Context: an optimization exercise on an open-source flow, tuned for small area, a short achievable clock period and few clock cycles. The choices shown serve that exercise and are no tape-out recipe.
The RTL of this run was laid out without a check of its function.

[flow/config.mk]
export PLATFORM = sky130hd
export DESIGN_NAME = edge_midpoint_subdivider
export DESIGN_NICKNAME = edge_midpoint_subdivider
export VERILOG_FILES = /design/flow/design.v
export SDC_FILE = /design/flow/constraint.sdc
export NUM_CORES = 4
export LEC_CHECK = 0
export ABC_AREA = 1
export CAP_MARGIN = 20
export CORE_MARGIN = 2
export CORE_UTILIZATION = 55
export CTS_BUF_LIST = sky130_fd_sc_hd__clkbuf_8
export PLACE_DENSITY = 0.75
export SETUP_SLACK_MARGIN = 5
export SLEW_MARGIN = 20
[flow/constraint.sdc]
create_clock -name core_clock -period 9.0 [get_ports {clk_i}]
set_input_delay 1.8000 -clock core_clock [delete_from_list [all_inputs] [get_ports {clk_i}]]
set_output_delay 1.8000 -clock core_clock [all_outputs]
set_load 0.01 [all_outputs]
[flow/design.v]
`default_nettype none
package ems_pkg;
  localparam int COORD_W     = 16;                   
  localparam int EXTRA_FRAC  = 6;                    
  localparam int POINT_W     = 22;                   
  localparam int DELTA_W     = 35;                   
  localparam int MAX_DEPTH   = 6;                    
  localparam int DIFF_W      = COORD_W + 1;          
  localparam int SQ_W        = 2 * COORD_W;          
  localparam int SUM_W       = SQ_W + 1;             
  localparam int DEPTH_W     = $clog2(MAX_DEPTH + 1);
  localparam int STEP_W      = DIFF_W + EXTRA_FRAC;  
  localparam int REM_W       = MAX_DEPTH;            
  localparam logic [DELTA_W-1:0] DELTA_RESET = DELTA_W'(4096);
endpackage
`default_nettype wire
`default_nettype none
module ems_sq_tree (
  input  wire logic [16:0] d,
  output logic [32:0]       s_o,
  output logic [32:0]       c_o
);
  wire t0 = d[0] & d[1];
  wire t1 = d[0] & d[2];
  wire t2 = d[0] & d[3];
  wire t3 = d[0] & d[4];
  wire t4 = d[0] & d[5];
  wire t5 = d[0] & d[6];
  wire t6 = d[0] & d[7];
  wire t7 = d[0] & d[8];
  wire t8 = d[0] & d[9];
  wire t9 = d[0] & d[10];
  wire t10 = d[0] & d[11];
  wire t11 = d[0] & d[12];
  wire t12 = d[0] & d[13];
  wire t13 = d[0] & d[14];
  wire t14 = d[0] & d[15];
  wire t15 = ~(d[16] & d[0]);
  wire t16 = d[1] & d[2];
  wire t17 = d[1] & d[3];
  wire t18 = d[1] & d[4];
  wire t19 = d[1] & d[5];
  wire t20 = d[1] & d[6];
  wire t21 = d[1] & d[7];
  wire t22 = d[1] & d[8];
  wire t23 = d[1] & d[9];
  wire t24 = d[1] & d[10];
  wire t25 = d[1] & d[11];
  wire t26 = d[1] & d[12];
  wire t27 = d[1] & d[13];
  wire t28 = d[1] & d[14];
  wire t29 = d[1] & d[15];
  wire t30 = ~(d[16] & d[1]);
  wire t31 = d[2] & d[3];
  wire t32 = d[2] & d[4];
  wire t33 = d[2] & d[5];
  wire t34 = d[2] & d[6];
  wire t35 = d[2] & d[7];
  wire t36 = d[2] & d[8];
  wire t37 = d[2] & d[9];
  wire t38 = d[2] & d[10];
  wire t39 = d[2] & d[11];
  wire t40 = d[2] & d[12];
  wire t41 = d[2] & d[13];
  wire t42 = d[2] & d[14];
  wire t43 = d[2] & d[15];
  wire t44 = ~(d[16] & d[2]);
  wire t45 = d[3] & d[4];
  wire t46 = d[3] & d[5];
  wire t47 = d[3] & d[6];
  wire t48 = d[3] & d[7];
  wire t49 = d[3] & d[8];
  wire t50 = d[3] & d[9];
  wire t51 = d[3] & d[10];
  wire t52 = d[3] & d[11];
  wire t53 = d[3] & d[12];
  wire t54 = d[3] & d[13];
  wire t55 = d[3] & d[14];
  wire t56 = d[3] & d[15];
  wire t57 = ~(d[16] & d[3]);
  wire t58 = d[4] & d[5];
  wire t59 = d[4] & d[6];
  wire t60 = d[4] & d[7];
  wire t61 = d[4] & d[8];
  wire t62 = d[4] & d[9];
  wire t63 = d[4] & d[10];
  wire t64 = d[4] & d[11];
  wire t65 = d[4] & d[12];
  wire t66 = d[4] & d[13];
  wire t67 = d[4] & d[14];
  wire t68 = d[4] & d[15];
  wire t69 = ~(d[16] & d[4]);
  wire t70 = d[5] & d[6];
  wire t71 = d[5] & d[7];
  wire t72 = d[5] & d[8];
  wire t73 = d[5] & d[9];
  wire t74 = d[5] & d[10];
  wire t75 = d[5] & d[11];
  wire t76 = d[5] & d[12];
  wire t77 = d[5] & d[13];
  wire t78 = d[5] & d[14];
  wire t79 = d[5] & d[15];
  wire t80 = ~(d[16] & d[5]);
  wire t81 = d[6] & d[7];
  wire t82 = d[6] & d[8];
  wire t83 = d[6] & d[9];
  wire t84 = d[6] & d[10];
  wire t85 = d[6] & d[11];
  wire t86 = d[6] & d[12];
  wire t87 = d[6] & d[13];
  wire t88 = d[6] & d[14];
  wire t89 = d[6] & d[15];
  wire t90 = ~(d[16] & d[6]);
  wire t91 = d[7] & d[8];
  wire t92 = d[7] & d[9];
  wire t93 = d[7] & d[10];
  wire t94 = d[7] & d[11];
  wire t95 = d[7] & d[12];
  wire t96 = d[7] & d[13];
  wire t97 = d[7] & d[14];
  wire t98 = d[7] & d[15];
  wire t99 = ~(d[16] & d[7]);
  wire t100 = d[8] & d[9];
  wire t101 = d[8] & d[10];
  wire t102 = d[8] & d[11];
  wire t103 = d[8] & d[12];
  wire t104 = d[8] & d[13];
  wire t105 = d[8] & d[14];
  wire t106 = d[8] & d[15];
  wire t107 = ~(d[16] & d[8]);
  wire t108 = d[9] & d[10];
  wire t109 = d[9] & d[11];
  wire t110 = d[9] & d[12];
  wire t111 = d[9] & d[13];
  wire t112 = d[9] & d[14];
  wire t113 = d[9] & d[15];
  wire t114 = ~(d[16] & d[9]);
  wire t115 = d[10] & d[11];
  wire t116 = d[10] & d[12];
  wire t117 = d[10] & d[13];
  wire t118 = d[10] & d[14];
  wire t119 = d[10] & d[15];
  wire t120 = ~(d[16] & d[10]);
  wire t121 = d[11] & d[12];
  wire t122 = d[11] & d[13];
  wire t123 = d[11] & d[14];
  wire t124 = d[11] & d[15];
  wire t125 = ~(d[16] & d[11]);
  wire t126 = d[12] & d[13];
  wire t127 = d[12] & d[14];
  wire t128 = d[12] & d[15];
  wire t129 = ~(d[16] & d[12]);
  wire t130 = d[13] & d[14];
  wire t131 = d[13] & d[15];
  wire t132 = ~(d[16] & d[13]);
  wire t133 = d[14] & d[15];
  wire t134 = ~(d[16] & d[14]);
  wire t135 = ~(d[16] & d[15]);
  wire t136 = t10 ^ t24;
  wire t137 = t10 & t24;
  wire t138 = t11 ^ t25;
  wire t139 = t11 & t25;
  wire t140 = t12 ^ t26 ^ t39;
  wire t141 = (t12 & t26) | (t12 & t39) | (t26 & t39);
  wire t142 = t51 ^ t62;
  wire t143 = t51 & t62;
  wire t144 = t13 ^ t27 ^ t40;
  wire t145 = (t13 & t27) | (t13 & t40) | (t27 & t40);
  wire t146 = t52 ^ t63;
  wire t147 = t52 & t63;
  wire t148 = t14 ^ t28 ^ t41;
  wire t149 = (t14 & t28) | (t14 & t41) | (t28 & t41);
  wire t150 = t53 ^ t64 ^ t74;
  wire t151 = (t53 & t64) | (t53 & t74) | (t64 & t74);
  wire t152 = t83 ^ t91;
  wire t153 = t83 & t91;
  wire t154 = t15 ^ t29 ^ t42;
  wire t155 = (t15 & t29) | (t15 & t42) | (t29 & t42);
  wire t156 = t54 ^ t65 ^ t75;
  wire t157 = (t54 & t65) | (t54 & t75) | (t65 & t75);
  wire t158 = t84 ^ t92 ^ 1'b1;
  wire t159 = (t84 & t92) | (t84 & 1'b1) | (t92 & 1'b1);
  wire t160 = t30 ^ t43 ^ t55;
  wire t161 = (t30 & t43) | (t30 & t55) | (t43 & t55);
  wire t162 = t66 ^ t76 ^ t85;
  wire t163 = (t66 & t76) | (t66 & t85) | (t76 & t85);
  wire t164 = t93 ^ t100 ^ d[9];
  wire t165 = (t93 & t100) | (t93 & d[9]) | (t100 & d[9]);
  wire t166 = t44 ^ t56 ^ t67;
  wire t167 = (t44 & t56) | (t44 & t67) | (t56 & t67);
  wire t168 = t77 ^ t86 ^ t94;
  wire t169 = (t77 & t86) | (t77 & t94) | (t86 & t94);
  wire t170 = t57 ^ t68 ^ t78;
  wire t171 = (t57 & t68) | (t57 & t78) | (t68 & t78);
  wire t172 = t87 ^ t95 ^ t102;
  wire t173 = (t87 & t95) | (t87 & t102) | (t95 & t102);
  wire t174 = t69 ^ t79 ^ t88;
  wire t175 = (t69 & t79) | (t69 & t88) | (t79 & t88);
  wire t176 = t80 ^ t89 ^ t97;
  wire t177 = (t80 & t89) | (t80 & t97) | (t89 & t97);
  wire t178 = t6 ^ t20;
  wire t179 = t6 & t20;
  wire t180 = t7 ^ t21;
  wire t181 = t7 & t21;
  wire t182 = t8 ^ t22 ^ t35;
  wire t183 = (t8 & t22) | (t8 & t35) | (t22 & t35);
  wire t184 = t47 ^ t58;
  wire t185 = t47 & t58;
  wire t186 = t9 ^ t23 ^ t36;
  wire t187 = (t9 & t23) | (t9 & t36) | (t23 & t36);
  wire t188 = t48 ^ t59;
  wire t189 = t48 & t59;
  wire t190 = t136 ^ t37 ^ t49;
  wire t191 = (t136 & t37) | (t136 & t49) | (t37 & t49);
  wire t192 = t60 ^ t70 ^ d[6];
  wire t193 = (t60 & t70) | (t60 & d[6]) | (t70 & d[6]);
  wire t194 = t137 ^ t138 ^ t38;
  wire t195 = (t137 & t138) | (t137 & t38) | (t138 & t38);
  wire t196 = t50 ^ t61 ^ t71;
  wire t197 = (t50 & t61) | (t50 & t71) | (t61 & t71);
  wire t198 = t139 ^ t140 ^ t142;
  wire t199 = (t139 & t140) | (t139 & t142) | (t140 & t142);
  wire t200 = t72 ^ t81 ^ d[7];
  wire t201 = (t72 & t81) | (t72 & d[7]) | (t81 & d[7]);
  wire t202 = t141 ^ t143 ^ t144;
  wire t203 = (t141 & t143) | (t141 & t144) | (t143 & t144);
  wire t204 = t146 ^ t73 ^ t82;
  wire t205 = (t146 & t73) | (t146 & t82) | (t73 & t82);
  wire t206 = t145 ^ t147 ^ t148;
  wire t207 = (t145 & t147) | (t145 & t148) | (t147 & t148);
  wire t208 = t150 ^ t152 ^ d[8];
  wire t209 = (t150 & t152) | (t150 & d[8]) | (t152 & d[8]);
  wire t210 = t149 ^ t151 ^ t153;
  wire t211 = (t149 & t151) | (t149 & t153) | (t151 & t153);
  wire t212 = t154 ^ t156 ^ t158;
  wire t213 = (t154 & t156) | (t154 & t158) | (t156 & t158);
  wire t214 = t155 ^ t157 ^ t159;
  wire t215 = (t155 & t157) | (t155 & t159) | (t157 & t159);
  wire t216 = t160 ^ t162 ^ t164;
  wire t217 = (t160 & t162) | (t160 & t164) | (t162 & t164);
  wire t218 = t161 ^ t163 ^ t165;
  wire t219 = (t161 & t163) | (t161 & t165) | (t163 & t165);
  wire t220 = t166 ^ t168 ^ t101;
  wire t221 = (t166 & t168) | (t166 & t101) | (t168 & t101);
  wire t222 = t167 ^ t169 ^ t170;
  wire t223 = (t167 & t169) | (t167 & t170) | (t169 & t170);
  wire t224 = t172 ^ t108 ^ d[10];
  wire t225 = (t172 & t108) | (t172 & d[10]) | (t108 & d[10]);
  wire t226 = t171 ^ t173 ^ t174;
  wire t227 = (t171 & t173) | (t171 & t174) | (t173 & t174);
  wire t228 = t96 ^ t103 ^ t109;
  wire t229 = (t96 & t103) | (t96 & t109) | (t103 & t109);
  wire t230 = t175 ^ t176 ^ t104;
  wire t231 = (t175 & t176) | (t175 & t104) | (t176 & t104);
  wire t232 = t110 ^ t115 ^ d[11];
  wire t233 = (t110 & t115) | (t110 & d[11]) | (t115 & d[11]);
  wire t234 = t177 ^ t90 ^ t98;
  wire t235 = (t177 & t90) | (t177 & t98) | (t90 & t98);
  wire t236 = t105 ^ t111 ^ t116;
  wire t237 = (t105 & t111) | (t105 & t116) | (t111 & t116);
  wire t238 = t99 ^ t106 ^ t112;
  wire t239 = (t99 & t106) | (t99 & t112) | (t106 & t112);
  wire t240 = t117 ^ t121 ^ d[12];
  wire t241 = (t117 & t121) | (t117 & d[12]) | (t121 & d[12]);
  wire t242 = t107 ^ t113 ^ t118;
  wire t243 = (t107 & t113) | (t107 & t118) | (t113 & t118);
  wire t244 = t114 ^ t119 ^ t123;
  wire t245 = (t114 & t119) | (t114 & t123) | (t119 & t123);
  wire t246 = t4 ^ t18;
  wire t247 = t4 & t18;
  wire t248 = t5 ^ t19;
  wire t249 = t5 & t19;
  wire t250 = t178 ^ t33 ^ t45;
  wire t251 = (t178 & t33) | (t178 & t45) | (t33 & t45);
  wire t252 = t179 ^ t180 ^ t34;
  wire t253 = (t179 & t180) | (t179 & t34) | (t180 & t34);
  wire t254 = t181 ^ t182 ^ t184;
  wire t255 = (t181 & t182) | (t181 & t184) | (t182 & t184);
  wire t256 = t183 ^ t185 ^ t186;
  wire t257 = (t183 & t185) | (t183 & t186) | (t185 & t186);
  wire t258 = t187 ^ t189 ^ t190;
  wire t259 = (t187 & t189) | (t187 & t190) | (t189 & t190);
  wire t260 = t191 ^ t193 ^ t194;
  wire t261 = (t191 & t193) | (t191 & t194) | (t193 & t194);
  wire t262 = t195 ^ t197 ^ t198;
  wire t263 = (t195 & t197) | (t195 & t198) | (t197 & t198);
  wire t264 = t199 ^ t201 ^ t202;
  wire t265 = (t199 & t201) | (t199 & t202) | (t201 & t202);
  wire t266 = t203 ^ t205 ^ t206;
  wire t267 = (t203 & t205) | (t203 & t206) | (t205 & t206);
  wire t268 = t207 ^ t209 ^ t210;
  wire t269 = (t207 & t209) | (t207 & t210) | (t209 & t210);
  wire t270 = t211 ^ t213 ^ t214;
  wire t271 = (t211 & t213) | (t211 & t214) | (t213 & t214);
  wire t272 = t215 ^ t217 ^ t218;
  wire t273 = (t215 & t217) | (t215 & t218) | (t217 & t218);
  wire t274 = t219 ^ t221 ^ t222;
  wire t275 = (t219 & t221) | (t219 & t222) | (t221 & t222);
  wire t276 = t223 ^ t225 ^ t226;
  wire t277 = (t223 & t225) | (t223 & t226) | (t225 & t226);
  wire t278 = t227 ^ t229 ^ t230;
  wire t279 = (t227 & t229) | (t227 & t230) | (t229 & t230);
  wire t280 = t231 ^ t233 ^ t234;
  wire t281 = (t231 & t233) | (t231 & t234) | (t233 & t234);
  wire t282 = t235 ^ t237 ^ t238;
  wire t283 = (t235 & t237) | (t235 & t238) | (t237 & t238);
  wire t284 = t239 ^ t241 ^ t242;
  wire t285 = (t239 & t241) | (t239 & t242) | (t241 & t242);
  wire t286 = t243 ^ t244 ^ t126;
  wire t287 = (t243 & t244) | (t243 & t126) | (t244 & t126);
  wire t288 = t245 ^ t120 ^ t124;
  wire t289 = (t245 & t120) | (t245 & t124) | (t120 & t124);
  wire t290 = t125 ^ t128 ^ t130;
  wire t291 = (t125 & t128) | (t125 & t130) | (t128 & t130);
  wire t292 = t2 ^ t16;
  wire t293 = t2 & t16;
  wire t294 = t3 ^ t17;
  wire t295 = t3 & t17;
  wire t296 = t246 ^ t31 ^ d[3];
  wire t297 = (t246 & t31) | (t246 & d[3]) | (t31 & d[3]);
  wire t298 = t247 ^ t248 ^ t32;
  wire t299 = (t247 & t248) | (t247 & t32) | (t248 & t32);
  wire t300 = t249 ^ t250 ^ d[4];
  wire t301 = (t249 & t250) | (t249 & d[4]) | (t250 & d[4]);
  wire t302 = t251 ^ t252 ^ t46;
  wire t303 = (t251 & t252) | (t251 & t46) | (t252 & t46);
  wire t304 = t253 ^ t254 ^ d[5];
  wire t305 = (t253 & t254) | (t253 & d[5]) | (t254 & d[5]);
  wire t306 = t255 ^ t256 ^ t188;
  wire t307 = (t255 & t256) | (t255 & t188) | (t256 & t188);
  wire t308 = t257 ^ t258 ^ t192;
  wire t309 = (t257 & t258) | (t257 & t192) | (t258 & t192);
  wire t310 = t259 ^ t260 ^ t196;
  wire t311 = (t259 & t260) | (t259 & t196) | (t260 & t196);
  wire t312 = t261 ^ t262 ^ t200;
  wire t313 = (t261 & t262) | (t261 & t200) | (t262 & t200);
  wire t314 = t263 ^ t264 ^ t204;
  wire t315 = (t263 & t264) | (t263 & t204) | (t264 & t204);
  wire t316 = t265 ^ t266 ^ t208;
  wire t317 = (t265 & t266) | (t265 & t208) | (t266 & t208);
  wire t318 = t267 ^ t268 ^ t212;
  wire t319 = (t267 & t268) | (t267 & t212) | (t268 & t212);
  wire t320 = t269 ^ t270 ^ t216;
  wire t321 = (t269 & t270) | (t269 & t216) | (t270 & t216);
  wire t322 = t271 ^ t272 ^ t220;
  wire t323 = (t271 & t272) | (t271 & t220) | (t272 & t220);
  wire t324 = t273 ^ t274 ^ t224;
  wire t325 = (t273 & t274) | (t273 & t224) | (t274 & t224);
  wire t326 = t275 ^ t276 ^ t228;
  wire t327 = (t275 & t276) | (t275 & t228) | (t276 & t228);
  wire t328 = t277 ^ t278 ^ t232;
  wire t329 = (t277 & t278) | (t277 & t232) | (t278 & t232);
  wire t330 = t279 ^ t280 ^ t236;
  wire t331 = (t279 & t280) | (t279 & t236) | (t280 & t236);
  wire t332 = t281 ^ t282 ^ t240;
  wire t333 = (t281 & t282) | (t281 & t240) | (t282 & t240);
  wire t334 = t283 ^ t284 ^ t122;
  wire t335 = (t283 & t284) | (t283 & t122) | (t284 & t122);
  wire t336 = t285 ^ t286 ^ d[13];
  wire t337 = (t285 & t286) | (t285 & d[13]) | (t286 & d[13]);
  wire t338 = t287 ^ t288 ^ t127;
  wire t339 = (t287 & t288) | (t287 & t127) | (t288 & t127);
  wire t340 = t289 ^ t290 ^ d[14];
  wire t341 = (t289 & t290) | (t289 & d[14]) | (t290 & d[14]);
  wire t342 = t291 ^ t129 ^ t131;
  wire t343 = (t291 & t129) | (t291 & t131) | (t129 & t131);
  wire t344 = t132 ^ t133 ^ d[15];
  wire t345 = (t132 & t133) | (t132 & d[15]) | (t133 & d[15]);
  assign s_o = {t135, t345, t343, t341, t339, t337, t335, t333, t331, t329, t327, t325, t323, t321, t319, t317, t315, t313, t311, t309, t307, t305, t303, t301, t299, t297, t295, t293, t292, t1, t0, 1'b0, d[0]};
  assign c_o = {d[16], t134, t344, t342, t340, t338, t336, t334, t332, t330, t328, t326, t324, t322, t320, t318, t316, t314, t312, t310, t308, t306, t304, t302, t300, t298, t296, t294, d[2], 1'b0, d[1], 1'b0, 1'b0};
endmodule
`default_nettype wire
`default_nettype none
module ems_cmp_le (
  input  wire logic [35:0] a,
  input  wire logic [35:0] b,
  output logic        le_o
);
  wire c0 = ~a[0] & b[0];
  wire c1 = ~(a[0] ^ b[0]);
  wire c2 = ~a[1] & b[1];
  wire c3 = ~(a[1] ^ b[1]);
  wire c4 = ~a[2] & b[2];
  wire c5 = ~(a[2] ^ b[2]);
  wire c6 = ~a[3] & b[3];
  wire c7 = ~(a[3] ^ b[3]);
  wire c8 = ~a[4] & b[4];
  wire c9 = ~(a[4] ^ b[4]);
  wire c10 = ~a[5] & b[5];
  wire c11 = ~(a[5] ^ b[5]);
  wire c12 = ~a[6] & b[6];
  wire c13 = ~(a[6] ^ b[6]);
  wire c14 = ~a[7] & b[7];
  wire c15 = ~(a[7] ^ b[7]);
  wire c16 = ~a[8] & b[8];
  wire c17 = ~(a[8] ^ b[8]);
  wire c18 = ~a[9] & b[9];
  wire c19 = ~(a[9] ^ b[9]);
  wire c20 = ~a[10] & b[10];
  wire c21 = ~(a[10] ^ b[10]);
  wire c22 = ~a[11] & b[11];
  wire c23 = ~(a[11] ^ b[11]);
  wire c24 = ~a[12] & b[12];
  wire c25 = ~(a[12] ^ b[12]);
  wire c26 = ~a[13] & b[13];
  wire c27 = ~(a[13] ^ b[13]);
  wire c28 = ~a[14] & b[14];
  wire c29 = ~(a[14] ^ b[14]);
  wire c30 = ~a[15] & b[15];
  wire c31 = ~(a[15] ^ b[15]);
  wire c32 = ~a[16] & b[16];
  wire c33 = ~(a[16] ^ b[16]);
  wire c34 = ~a[17] & b[17];
  wire c35 = ~(a[17] ^ b[17]);
  wire c36 = ~a[18] & b[18];
  wire c37 = ~(a[18] ^ b[18]);
  wire c38 = ~a[19] & b[19];
  wire c39 = ~(a[19] ^ b[19]);
  wire c40 = ~a[20] & b[20];
  wire c41 = ~(a[20] ^ b[20]);
  wire c42 = ~a[21] & b[21];
  wire c43 = ~(a[21] ^ b[21]);
  wire c44 = ~a[22] & b[22];
  wire c45 = ~(a[22] ^ b[22]);
  wire c46 = ~a[23] & b[23];
  wire c47 = ~(a[23] ^ b[23]);
  wire c48 = ~a[24] & b[24];
  wire c49 = ~(a[24] ^ b[24]);
  wire c50 = ~a[25] & b[25];
  wire c51 = ~(a[25] ^ b[25]);
  wire c52 = ~a[26] & b[26];
  wire c53 = ~(a[26] ^ b[26]);
  wire c54 = ~a[27] & b[27];
  wire c55 = ~(a[27] ^ b[27]);
  wire c56 = ~a[28] & b[28];
  wire c57 = ~(a[28] ^ b[28]);
  wire c58 = ~a[29] & b[29];
  wire c59 = ~(a[29] ^ b[29]);
  wire c60 = ~a[30] & b[30];
  wire c61 = ~(a[30] ^ b[30]);
  wire c62 = ~a[31] & b[31];
  wire c63 = ~(a[31] ^ b[31]);
  wire c64 = ~a[32] & b[32];
  wire c65 = ~(a[32] ^ b[32]);
  wire c66 = ~a[33] & b[33];
  wire c67 = ~(a[33] ^ b[33]);
  wire c68 = ~a[34] & b[34];
  wire c69 = ~(a[34] ^ b[34]);
  wire c70 = ~a[35] & b[35];
  wire c71 = ~(a[35] ^ b[35]);
  wire c72 = c2 | (c3 & c0);
  wire c73 = c3 & c1;
  wire c74 = c6 | (c7 & c4);
  wire c75 = c7 & c5;
  wire c76 = c10 | (c11 & c8);
  wire c77 = c11 & c9;
  wire c78 = c14 | (c15 & c12);
  wire c79 = c15 & c13;
  wire c80 = c18 | (c19 & c16);
  wire c81 = c19 & c17;
  wire c82 = c22 | (c23 & c20);
  wire c83 = c23 & c21;
  wire c84 = c26 | (c27 & c24);
  wire c85 = c27 & c25;
  wire c86 = c30 | (c31 & c28);
  wire c87 = c31 & c29;
  wire c88 = c34 | (c35 & c32);
  wire c89 = c35 & c33;
  wire c90 = c38 | (c39 & c36);
  wire c91 = c39 & c37;
  wire c92 = c42 | (c43 & c40);
  wire c93 = c43 & c41;
  wire c94 = c46 | (c47 & c44);
  wire c95 = c47 & c45;
  wire c96 = c50 | (c51 & c48);
  wire c97 = c51 & c49;
  wire c98 = c54 | (c55 & c52);
  wire c99 = c55 & c53;
  wire c100 = c58 | (c59 & c56);
  wire c101 = c59 & c57;
  wire c102 = c62 | (c63 & c60);
  wire c103 = c63 & c61;
  wire c104 = c66 | (c67 & c64);
  wire c105 = c67 & c65;
  wire c106 = c70 | (c71 & c68);
  wire c107 = c71 & c69;
  wire c108 = c74 | (c75 & c72);
  wire c109 = c75 & c73;
  wire c110 = c78 | (c79 & c76);
  wire c111 = c79 & c77;
  wire c112 = c82 | (c83 & c80);
  wire c113 = c83 & c81;
  wire c114 = c86 | (c87 & c84);
  wire c115 = c87 & c85;
  wire c116 = c90 | (c91 & c88);
  wire c117 = c91 & c89;
  wire c118 = c94 | (c95 & c92);
  wire c119 = c95 & c93;
  wire c120 = c98 | (c99 & c96);
  wire c121 = c99 & c97;
  wire c122 = c102 | (c103 & c100);
  wire c123 = c103 & c101;
  wire c124 = c106 | (c107 & c104);
  wire c125 = c107 & c105;
  wire c126 = c110 | (c111 & c108);
  wire c127 = c111 & c109;
  wire c128 = c114 | (c115 & c112);
  wire c129 = c115 & c113;
  wire c130 = c118 | (c119 & c116);
  wire c131 = c119 & c117;
  wire c132 = c122 | (c123 & c120);
  wire c133 = c123 & c121;
  wire c134 = c128 | (c129 & c126);
  wire c135 = c129 & c127;
  wire c136 = c132 | (c133 & c130);
  wire c137 = c133 & c131;
  wire c138 = c136 | (c137 & c134);
  wire c139 = c137 & c135;
  wire c140 = c124 | (c125 & c138);
  wire c141 = c125 & c139;
  assign le_o = c140 | c141;
endmodule
module ems_cmp_le38 (
  input  wire logic [37:0] a,
  input  wire logic [37:0] b,
  output logic        le_o
);
  wire c0 = ~a[0] & b[0];
  wire c1 = ~(a[0] ^ b[0]);
  wire c2 = ~a[1] & b[1];
  wire c3 = ~(a[1] ^ b[1]);
  wire c4 = ~a[2] & b[2];
  wire c5 = ~(a[2] ^ b[2]);
  wire c6 = ~a[3] & b[3];
  wire c7 = ~(a[3] ^ b[3]);
  wire c8 = ~a[4] & b[4];
  wire c9 = ~(a[4] ^ b[4]);
  wire c10 = ~a[5] & b[5];
  wire c11 = ~(a[5] ^ b[5]);
  wire c12 = ~a[6] & b[6];
  wire c13 = ~(a[6] ^ b[6]);
  wire c14 = ~a[7] & b[7];
  wire c15 = ~(a[7] ^ b[7]);
  wire c16 = ~a[8] & b[8];
  wire c17 = ~(a[8] ^ b[8]);
  wire c18 = ~a[9] & b[9];
  wire c19 = ~(a[9] ^ b[9]);
  wire c20 = ~a[10] & b[10];
  wire c21 = ~(a[10] ^ b[10]);
  wire c22 = ~a[11] & b[11];
  wire c23 = ~(a[11] ^ b[11]);
  wire c24 = ~a[12] & b[12];
  wire c25 = ~(a[12] ^ b[12]);
  wire c26 = ~a[13] & b[13];
  wire c27 = ~(a[13] ^ b[13]);
  wire c28 = ~a[14] & b[14];
  wire c29 = ~(a[14] ^ b[14]);
  wire c30 = ~a[15] & b[15];
  wire c31 = ~(a[15] ^ b[15]);
  wire c32 = ~a[16] & b[16];
  wire c33 = ~(a[16] ^ b[16]);
  wire c34 = ~a[17] & b[17];
  wire c35 = ~(a[17] ^ b[17]);
  wire c36 = ~a[18] & b[18];
  wire c37 = ~(a[18] ^ b[18]);
  wire c38 = ~a[19] & b[19];
  wire c39 = ~(a[19] ^ b[19]);
  wire c40 = ~a[20] & b[20];
  wire c41 = ~(a[20] ^ b[20]);
  wire c42 = ~a[21] & b[21];
  wire c43 = ~(a[21] ^ b[21]);
  wire c44 = ~a[22] & b[22];
  wire c45 = ~(a[22] ^ b[22]);
  wire c46 = ~a[23] & b[23];
  wire c47 = ~(a[23] ^ b[23]);
  wire c48 = ~a[24] & b[24];
  wire c49 = ~(a[24] ^ b[24]);
  wire c50 = ~a[25] & b[25];
  wire c51 = ~(a[25] ^ b[25]);
  wire c52 = ~a[26] & b[26];
  wire c53 = ~(a[26] ^ b[26]);
  wire c54 = ~a[27] & b[27];
  wire c55 = ~(a[27] ^ b[27]);
  wire c56 = ~a[28] & b[28];
  wire c57 = ~(a[28] ^ b[28]);
  wire c58 = ~a[29] & b[29];
  wire c59 = ~(a[29] ^ b[29]);
  wire c60 = ~a[30] & b[30];
  wire c61 = ~(a[30] ^ b[30]);
  wire c62 = ~a[31] & b[31];
  wire c63 = ~(a[31] ^ b[31]);
  wire c64 = ~a[32] & b[32];
  wire c65 = ~(a[32] ^ b[32]);
  wire c66 = ~a[33] & b[33];
  wire c67 = ~(a[33] ^ b[33]);
  wire c68 = ~a[34] & b[34];
  wire c69 = ~(a[34] ^ b[34]);
  wire c70 = ~a[35] & b[35];
  wire c71 = ~(a[35] ^ b[35]);
  wire c72 = ~a[36] & b[36];
  wire c73 = ~(a[36] ^ b[36]);
  wire c74 = ~a[37] & b[37];
  wire c75 = ~(a[37] ^ b[37]);
  wire c76 = c2 | (c3 & c0);
  wire c77 = c3 & c1;
  wire c78 = c6 | (c7 & c4);
  wire c79 = c7 & c5;
  wire c80 = c10 | (c11 & c8);
  wire c81 = c11 & c9;
  wire c82 = c14 | (c15 & c12);
  wire c83 = c15 & c13;
  wire c84 = c18 | (c19 & c16);
  wire c85 = c19 & c17;
  wire c86 = c22 | (c23 & c20);
  wire c87 = c23 & c21;
  wire c88 = c26 | (c27 & c24);
  wire c89 = c27 & c25;
  wire c90 = c30 | (c31 & c28);
  wire c91 = c31 & c29;
  wire c92 = c34 | (c35 & c32);
  wire c93 = c35 & c33;
  wire c94 = c38 | (c39 & c36);
  wire c95 = c39 & c37;
  wire c96 = c42 | (c43 & c40);
  wire c97 = c43 & c41;
  wire c98 = c46 | (c47 & c44);
  wire c99 = c47 & c45;
  wire c100 = c50 | (c51 & c48);
  wire c101 = c51 & c49;
  wire c102 = c54 | (c55 & c52);
  wire c103 = c55 & c53;
  wire c104 = c58 | (c59 & c56);
  wire c105 = c59 & c57;
  wire c106 = c62 | (c63 & c60);
  wire c107 = c63 & c61;
  wire c108 = c66 | (c67 & c64);
  wire c109 = c67 & c65;
  wire c110 = c70 | (c71 & c68);
  wire c111 = c71 & c69;
  wire c112 = c74 | (c75 & c72);
  wire c113 = c75 & c73;
  wire c114 = c78 | (c79 & c76);
  wire c115 = c79 & c77;
  wire c116 = c82 | (c83 & c80);
  wire c117 = c83 & c81;
  wire c118 = c86 | (c87 & c84);
  wire c119 = c87 & c85;
  wire c120 = c90 | (c91 & c88);
  wire c121 = c91 & c89;
  wire c122 = c94 | (c95 & c92);
  wire c123 = c95 & c93;
  wire c124 = c98 | (c99 & c96);
  wire c125 = c99 & c97;
  wire c126 = c102 | (c103 & c100);
  wire c127 = c103 & c101;
  wire c128 = c106 | (c107 & c104);
  wire c129 = c107 & c105;
  wire c130 = c110 | (c111 & c108);
  wire c131 = c111 & c109;
  wire c132 = c116 | (c117 & c114);
  wire c133 = c117 & c115;
  wire c134 = c120 | (c121 & c118);
  wire c135 = c121 & c119;
  wire c136 = c124 | (c125 & c122);
  wire c137 = c125 & c123;
  wire c138 = c128 | (c129 & c126);
  wire c139 = c129 & c127;
  wire c140 = c112 | (c113 & c130);
  wire c141 = c113 & c131;
  wire c142 = c134 | (c135 & c132);
  wire c143 = c135 & c133;
  wire c144 = c138 | (c139 & c136);
  wire c145 = c139 & c137;
  wire c146 = c144 | (c145 & c142);
  wire c147 = c145 & c143;
  wire c148 = c140 | (c141 & c146);
  wire c149 = c141 & c147;
  assign le_o = c148 | c149;
endmodule
`default_nettype wire
`default_nettype none
import ems_pkg::*;
module edge_midpoint_subdivider (
  input  wire logic                      clk_i,
  input  wire logic                      rst_ni,
  input  wire logic                      cfg_we_i,
  input  wire logic [DELTA_W-1:0]        cfg_wdata_i,
  input  wire logic                      edge_valid_i,
  output logic                           edge_ready_o,
  input  wire logic signed [COORD_W-1:0] edge_start_x_i,
  input  wire logic signed [COORD_W-1:0] edge_start_y_i,
  input  wire logic signed [COORD_W-1:0] edge_end_x_i,
  input  wire logic signed [COORD_W-1:0] edge_end_y_i,
  output logic                           point_valid_o,
  input  wire logic                      point_ready_i,
  output logic signed [POINT_W-1:0]      point_x_o,
  output logic signed [POINT_W-1:0]      point_y_o,
  output logic                           point_last_o,
  output logic                           point_capped_o
);
  logic [DELTA_W-1:0] delta_q;
  always_ff @(posedge clk_i or negedge rst_ni) begin
    if (!rst_ni) begin
      delta_q <= DELTA_RESET;
    end else if (cfg_we_i) begin
      delta_q <= cfg_wdata_i;
    end
  end
  logic a_v, b_v, b_ph, c_v, c_lp, e_v;
  logic a_mv, b_load, b_mv, c_done, c_hand, fire;
  logic fit, fit1, dbl;
  logic [DEPTH_W-1:0] c_k;
  logic e_last;
  logic c_ok, c_hand0, c_hand1, b_mv0, b_mv1;
  assign fire    = e_v & point_ready_i;
  assign c_done  = fit | (c_k == DEPTH_W'(MAX_DEPTH));
  assign c_ok    = c_v & ~c_lp & c_done;
  assign c_hand0 = c_ok & ~e_v;              
  assign c_hand1 = c_ok & e_v & e_last;      
  assign c_hand  = c_hand0 | (c_hand1 & point_ready_i);
  assign b_mv0   = b_v & b_ph & (~c_v | c_hand0);
  assign b_mv1   = b_v & b_ph & c_hand1;
  assign b_mv    = b_mv0 | (b_mv1 & point_ready_i);
  assign b_load = ~b_v | b_mv;
  assign a_mv   = a_v & b_load;
  assign edge_ready_o = ~a_v;
  always_ff @(posedge clk_i or negedge rst_ni) begin
    if (!rst_ni) begin
      a_v  <= 1'b0;
      b_v  <= 1'b0;
      b_ph <= 1'b0;
      c_v  <= 1'b0;
      c_lp <= 1'b0;
      e_v  <= 1'b0;
    end else begin
      a_v <= a_v ? ~a_mv : edge_valid_i;
      if (b_load) begin
        b_v  <= a_v;
        b_ph <= 1'b0;
      end else if (b_v) begin
        b_ph <= 1'b1;
      end
      if (b_mv) begin
        c_v <= 1'b1;
      end else if (c_hand) begin
        c_v <= 1'b0;
      end
      c_lp <= b_mv;
      if (c_hand) begin
        e_v <= 1'b1;
      end else if (fire & e_last) begin
        e_v <= 1'b0;
      end
    end
  end
  logic signed [COORD_W-1:0] a_sx, a_sy, a_ex, a_ey;
  always_ff @(posedge clk_i) begin
    if (!a_v) begin
      a_sx <= edge_start_x_i;
      a_sy <= edge_start_y_i;
      a_ex <= edge_end_x_i;
      a_ey <= edge_end_y_i;
    end
  end
  logic signed [DIFF_W-1:0]  a_dx, a_dy;
  logic signed [DIFF_W-1:0]  b_dx, b_dy;    
  logic signed [COORD_W-1:0] b_sx, b_sy;
  assign a_dx = DIFF_W'(a_ex) - DIFF_W'(a_sx);
  assign a_dy = DIFF_W'(a_ey) - DIFF_W'(a_sy);
  always_ff @(posedge clk_i) begin
    if (b_load) begin
      b_sx <= a_sx;
      b_sy <= a_sy;
      b_dx <= a_dx;
      b_dy <= a_dy;
    end else if (!b_ph) begin
      b_dx <= b_dy;
      b_dy <= b_dx;
    end
  end
  logic [SUM_W-1:0] sq_s, sq_c, s1_q, c1_q;
  logic            q_x;
  ems_sq_tree u_sq (
    .d   (b_dx),
    .s_o (sq_s),
    .c_o (sq_c)
  );
  always_ff @(posedge clk_i) begin
    s1_q <= sq_s;
    c1_q <= sq_c;
  end
  always_ff @(posedge clk_i or negedge rst_ni) begin
    if (!rst_ni) begin
      q_x <= 1'b0;
    end else begin
      q_x <= b_v & ~b_ph & ~b_load;
    end
  end
  logic [SUM_W-1:0] acc_q;
  logic [SUM_W-1:0] r3_s, r3_c;
  logic [SUM_W-1:0] sum2;
  assign r3_s = acc_q ^ s1_q ^ c1_q;
  assign r3_c = (acc_q & s1_q) | (acc_q & c1_q) | (s1_q & c1_q);
  assign sum2 = r3_s + {r3_c[SUM_W-2:0], 1'b0};
  always_ff @(posedge clk_i) begin
    if (q_x) begin
      acc_q <= sum2;
    end else if (c_lp || !b_v) begin
      acc_q <= '0;
    end
  end
  logic signed [COORD_W-1:0] c_sx, c_sy;
  logic signed [STEP_W-1:0]  c_stx, c_sty;
  logic [SUM_W-1:0]          c_l;
  logic                      c_st;
  ems_cmp_le38 u_fit1 (
    .a    ({{(DELTA_W + 2 - SUM_W){1'b0}}, c_l, c_st}),
    .b    ({delta_q, 3'b000}),
    .le_o (fit1)
  );
  assign dbl = ~fit1 & (c_k < DEPTH_W'(MAX_DEPTH - 1));
  ems_cmp_le u_fit (
    .a    ({{(DELTA_W - SUM_W){1'b0}}, c_l, c_st}),
    .b    ({delta_q, 1'b0}),
    .le_o (fit)
  );
  always_ff @(posedge clk_i) begin
    if (b_mv) begin
      c_sx  <= b_sx;
      c_sy  <= b_sy;
      c_stx <= {b_dy, {EXTRA_FRAC{1'b0}}};
      c_sty <= {b_dx, {EXTRA_FRAC{1'b0}}};
    end else if (c_v && !c_lp && !c_done) begin
      c_stx <= dbl ? c_stx >>> 2 : c_stx >>> 1;
      c_sty <= dbl ? c_sty >>> 2 : c_sty >>> 1;
    end
  end
  always_ff @(posedge clk_i or negedge rst_ni) begin
    if (!rst_ni) begin
      c_k <= '0;
    end else if (b_mv) begin
      c_k <= '0;
    end else if (c_v && !c_lp && !c_done) begin
      c_k <= c_k + (dbl ? DEPTH_W'(2) : DEPTH_W'(1));
    end
  end
  always_ff @(posedge clk_i) begin
    if (c_lp) begin
      c_l  <= sum2;
      c_st <= 1'b0;
    end else if (c_v && !c_done) begin
      c_l  <= dbl ? c_l >> 4 : c_l >> 2;
      c_st <= c_st | c_l[1] | c_l[0] | (dbl & (c_l[3] | c_l[2]));
    end
  end
  logic signed [POINT_W-1:0] px_q, py_q, stx_q, sty_q;
  logic signed [POINT_W-1:0] nstx, nsty, npx, npy;
  logic [REM_W-1:0]          rem_q;
  logic                      cap_q;
  assign nstx = c_stx[POINT_W-1:0];
  assign nsty = c_sty[POINT_W-1:0];
  assign npx  = {c_sx, {EXTRA_FRAC{1'b0}}} + nstx;
  assign npy  = {c_sy, {EXTRA_FRAC{1'b0}}} + nsty;
  always_ff @(posedge clk_i) begin
    if (c_hand) begin
      px_q  <= npx;
      py_q  <= npy;
      stx_q <= nstx;
      sty_q <= nsty;
      rem_q <= REM_W'((1 << c_k) - 1);
      cap_q <= ~fit;
    end else if (fire) begin
      px_q  <= px_q + stx_q;
      py_q  <= py_q + sty_q;
      rem_q <= rem_q - REM_W'(1);
    end
  end
  always_ff @(posedge clk_i or negedge rst_ni) begin
    if (!rst_ni) begin
      e_last <= 1'b0;
    end else if (c_hand) begin
      e_last <= (c_k == '0);
    end else if (fire) begin
      e_last <= (rem_q == REM_W'(1));
    end
  end
  assign point_valid_o  = e_v;
  assign point_x_o      = px_q;
  assign point_y_o      = py_q;
  assign point_last_o   = e_last;
  assign point_capped_o = cap_q;
endmodule
`default_nettype wire
[flow/flow/run.sh]
#!/bin/bash
# The standard layout, with the ports buffered by buf_4 rather than the
# flow's default pick, and repair_timing aiming for a larger setup margin.
set -euo pipefail
bash standard.sh SETUP_SLACK_MARGIN=5.8 "BUFFER_PORTS_ARGS=-buffer_cell sky130_fd_sc_hd__buf_4" finish > standard_make.log 2>&1
[flow/standard.sh]
#!/bin/bash
# synth_recipe.tcl (not shown) runs the flow's synth.tcl, then flattens the netlist and writes it again
# the make line also repeats each setting of config.mk as NAME=value (left out here)
make -C /OpenROAD-flow-scripts/flow DESIGN_CONFIG=/design/flow/config.mk WORK_HOME=/design/flow/orfs CLKGATE_MAP_FILE= SYNTH_SCRIPT=/design/flow/synth_recipe.tcl "${@:-finish}"
==> metrics.yaml <==
route:
  remaining_drc_errors: 0
  ant_nets: 0
  drtIter0Drc: 1962
  dr_pass1_iterations: 6
  wirelength_mm: 74.7
  route.detailed.vias_per_inst: 5.49
  wire_per_inst_um: 18.0
  via_count: 22800
timing:
  fin_worst_hold_slack_ns: 0.418
  setup_repair_after_global_routing_missed_its_margin: "yes"
  final.setup_skew_ns: 0.0420
  min_period_ns: 3.17
  tightestPinTransition_ns: 0.928
  timing.max_slew.rel_slack_pct: 38.0
  finalCritPeriodShare_pct: 35.2
  timing_hold_violations_final: 0
  clock.fmax_ghz: 0.316
  finalMaxSlewViolations: 0
  total_negative_slack_ns: 0
  total_setup_violations_reported_at_the_end_of_the_flow: 0
  final.setup.worst_slack_ns: 5.83
logic_synthesis:
  ys_seq_area_share_pct: 45.1
  synth_area_per_cell_um2: 9.40
  synth_simple_gate_area_share_pct: 15.4
  cell_area_after_synthesis_um2: 29700
  synthXorXnorAreaFrac_pct: 3.78
  synth_compound_area_share_pct: 9.06
  post_synthesis_adder_cell_area_fraction_pct: 17.6
  synth-warning-count: 1
  synthMuxAreaShare_pct: 1.18
  synth-edff-count: 357
  synth_top_flop_cell: "sky130_fd_sc_hd__edfxtp_1"
  dominant_combinational_cell_family_by_area_after_synthesis: "adder cells"
  ys_async_sr_fraction_pct: 9.62
  synth-seq-cells: 478
  synthesis.instances: 3157
  yosys.cell_types.count: 57
  synth_nets: 3606
layout:
  post_route_cells_drive_above_1_share_pct: 12.4
  nFillCells: 4256
  multi_input_comb_area_um2: 14200
  final_nets: 3831
  flow.area_growth_from_synthesis_pct: 14.1
  final-seq-area_um2: 13400
clocking:
  clock_tree.buffer_depth: 3
  cts-htree-levels: 3
  cts_root_buffer: "sky130_fd_sc_hd__clkbuf_8"
  cts_sinks: 478
  tritoncts.num_buffers: 83
  insertion_delay_ns: 0.68
  tritoncts: "done"
  clk_pin_slew_worst_paths_ns: 0.06
  hold_buffers: 0
worst_setup_path:
  worstSetupEndpointType: "output pin"
  timing.critical_path.slowest_cell_delay_ns: 0.49
  worstSetupPathType: "reg2out"
  largest_delay_share_family_worst_path: "flip-flops"
  cp.required_ns: 7.20
  setup.worst_path.start_class: "register"
  maximum_fanout_along_the_worst_path: 2
  crit_arrival_ns: 1.37
  cp_slowest_cell: "sky130_fd_sc_hd__edfxtp_1"
  critical_path_cell_list: "buf_4"
  crit-reg2reg-capture: "c_l[12]"
  r2r_start: "c_l[32]"
  r2r.worst_path.cells: 6
  critPathBufInv: 1
  reg2reg_setup_slack_ns: 5.86
global_route:
  grt_start_max_net_pins: 67
  via_count_of_the_first_global_routing_pass: 22900
  groute.usage.overall_pct: 26.6
  antenna_found_initial: 1
  gr-total-overflow: 0
  grt_pass1_wl_mm: 118
floorplanning:
  die_h_um: 236
  dieWidth_um: 236
  placementRows: 85
  design.core.area_um2: 53600
  initial_core_util_pct: 55.3
  io-pin-count: 152
  fp.dieArea_um2: 55800
placement:
  place_worst_setup_slack_ns: 4.29
  detailed_place_hpwl_mm: 52.4
  last_weighted_congestion_value_of_the_routability_driven_placer: 0.927
  port_buffers: 151
worst_hold_path:
  holdCritStartpoint: "b_sx[15]"
  hold_path.class: "reg2reg"
  hold-path-endpoint: "c_sx[15]"
  timing.hold.worst_path_depth: 0
job:
  max_cap_viol_count: 0
status:
  run_status: "timing/DRC/antenna clean"
-- synthesized netlist by cell type, drive strengths merged (3+ instances only) --
cell	n	area share [%]
nand2	791	10
inv	501	6.3
edfxtp	357	36
ha	226	9.5
a21oi	164	2.8
o21ai	162	2.8
nor2	150	1.9
fa	119	8.0
nand3	106	2.0
xor2	76	2.2
dfxtp	75	5.1
o211ai	55	1.4
xnor2	52	1.5
buf	50	1.0
clkbuf	47	0.59
dfrtp	45	3.8
nand4	32	0.70
mux2	31	1.2
a21o	19	0.48
nor3	16	0.27
o21bai	13	0.33
a21boi	10	0.25
a211oi	9	0.23
o31ai	7	0.18
a221oi	5	0.15
a31oi	5	0.11
nand3b	4	0.10
nor4	4	0.084
o21a	4	0.10
and2	3	0.063
o221ai	3	0.089
or2	3	0.063
-- kinds of logic (layout without fill, tap and decap cells) --
logic type / after synthesis / count (layout)
compound gates: 464 / 465
fa+ha+maj: 345 / 345
simple gates: 1112 / 1122
other cells: 0 / 1
flops: 478 / 478
buf+inv: 599 / 883
mux: 31 / 31
xor+xnor: 128 / 128
-- final cells by class --
class | instances | area share [%]
diodes | 1 | 0.00739
clock buffers | 92 | 3.74
clock inverters | 63 | 1.06
inverters | 502 | 5.61
multi-input cells | 2091 | 42.0
flip-flops and latches | 478 | 39.5
well taps | 696 | 2.57
repair buffers | 226 | 5.46
-- flip-flops by register name (all words and copies together), names as in the netlist, 17 cells and up --
signal,cells
acc_q,33
b_dx,17
b_dy,17
c1_q,30
c_l,33
c_stx,23
c_sty,23
delta_q,35
px_q,22
py_q,22
s1_q,32
stx_q,22
sty_q,22
-- cells in the final DEF (no fill, tap or decap), drive strengths merged, types with 107 or more instances in the layout --
master,n
inv,531
buf,223
nand2,797
o21ai,163
a21oi,164
nand3,107
fa,119
edfxtp,357
ha,226
nor2,150
-- worst max-delay path by stage --
stage	from	slack (ns)	cells past startpoint	to
after detailed placement	point_ready_i	4.29	9	b_dy[12]
after floorplan	point_ready_i	5.79	7	c_stx[22]
after global routing	c_l[32]	5.74	9	c_k[1]
after CTS	a_v	5.81	2	edge_ready_o
final	py_q[20]	5.83	1	point_y_o[20]
after global placement	point_ready_i	4.32	9	b_dy[13]
-- metal layers --
layer | global-route usage, % | up-vias | routed length [um]
li1 | - | 10900 | -
met1 | 37.1 | 10800 | 32200
met2 | 42.2 | 970 | 34100
met3 | 4.37 | 147 | 6160
met4 | 9.40 | 0 | 2140
met5 | 0 | - | 0
-- stage by stage --
step           std cells  util (%)  cell area, um2
3_5_place_dp        3923      58.5           31400
5_1_grt             4149      63.2           33900
2_1_floorplan       3157         -           29700
3_3_place_gp        3923      58.5           31400
4_1_cts             4123      62.5           33500
6_report            4149      63.2           33900
-- timing repair --
| action | 4_1_cts | 5_1_grt |
|---|---|---|
| gates cloned | 7 | 6 |
| setup buffers | 38 | 19 |
| endpoints found under the setup margin | 358 | 300 |
| pin swaps | 5 | 5 |
| gates resized for setup | 21 | 24 |

==> static timing again, ports no longer ideal <==
Ports are ideal in the flow. The routed layout listed here was re-timed in OpenROAD. Step 1, drivers: a clkbuf_16 drives clk_i and a buf_2 each remaining input, both assumed. Step 2 also shifts input and output timing later by t, the mid clock arrival at the registers, as if the neighbouring blocks saw the same clock. Three values: no drivers, after step 1, after step 2; two values: the first two.
t, ns: 0.726
setup slack, ns: 5.831 / 5.771 / 5.474
worst hold slack (ns): 0.418 / 0.418 / 0.418
worst data-port slew with drivers (ns): 0.06
After both steps setup and hold are still met in this run. For this run, drivers alone change the setup slack by -0.060 ns; drivers and shift together by -0.357 ns.
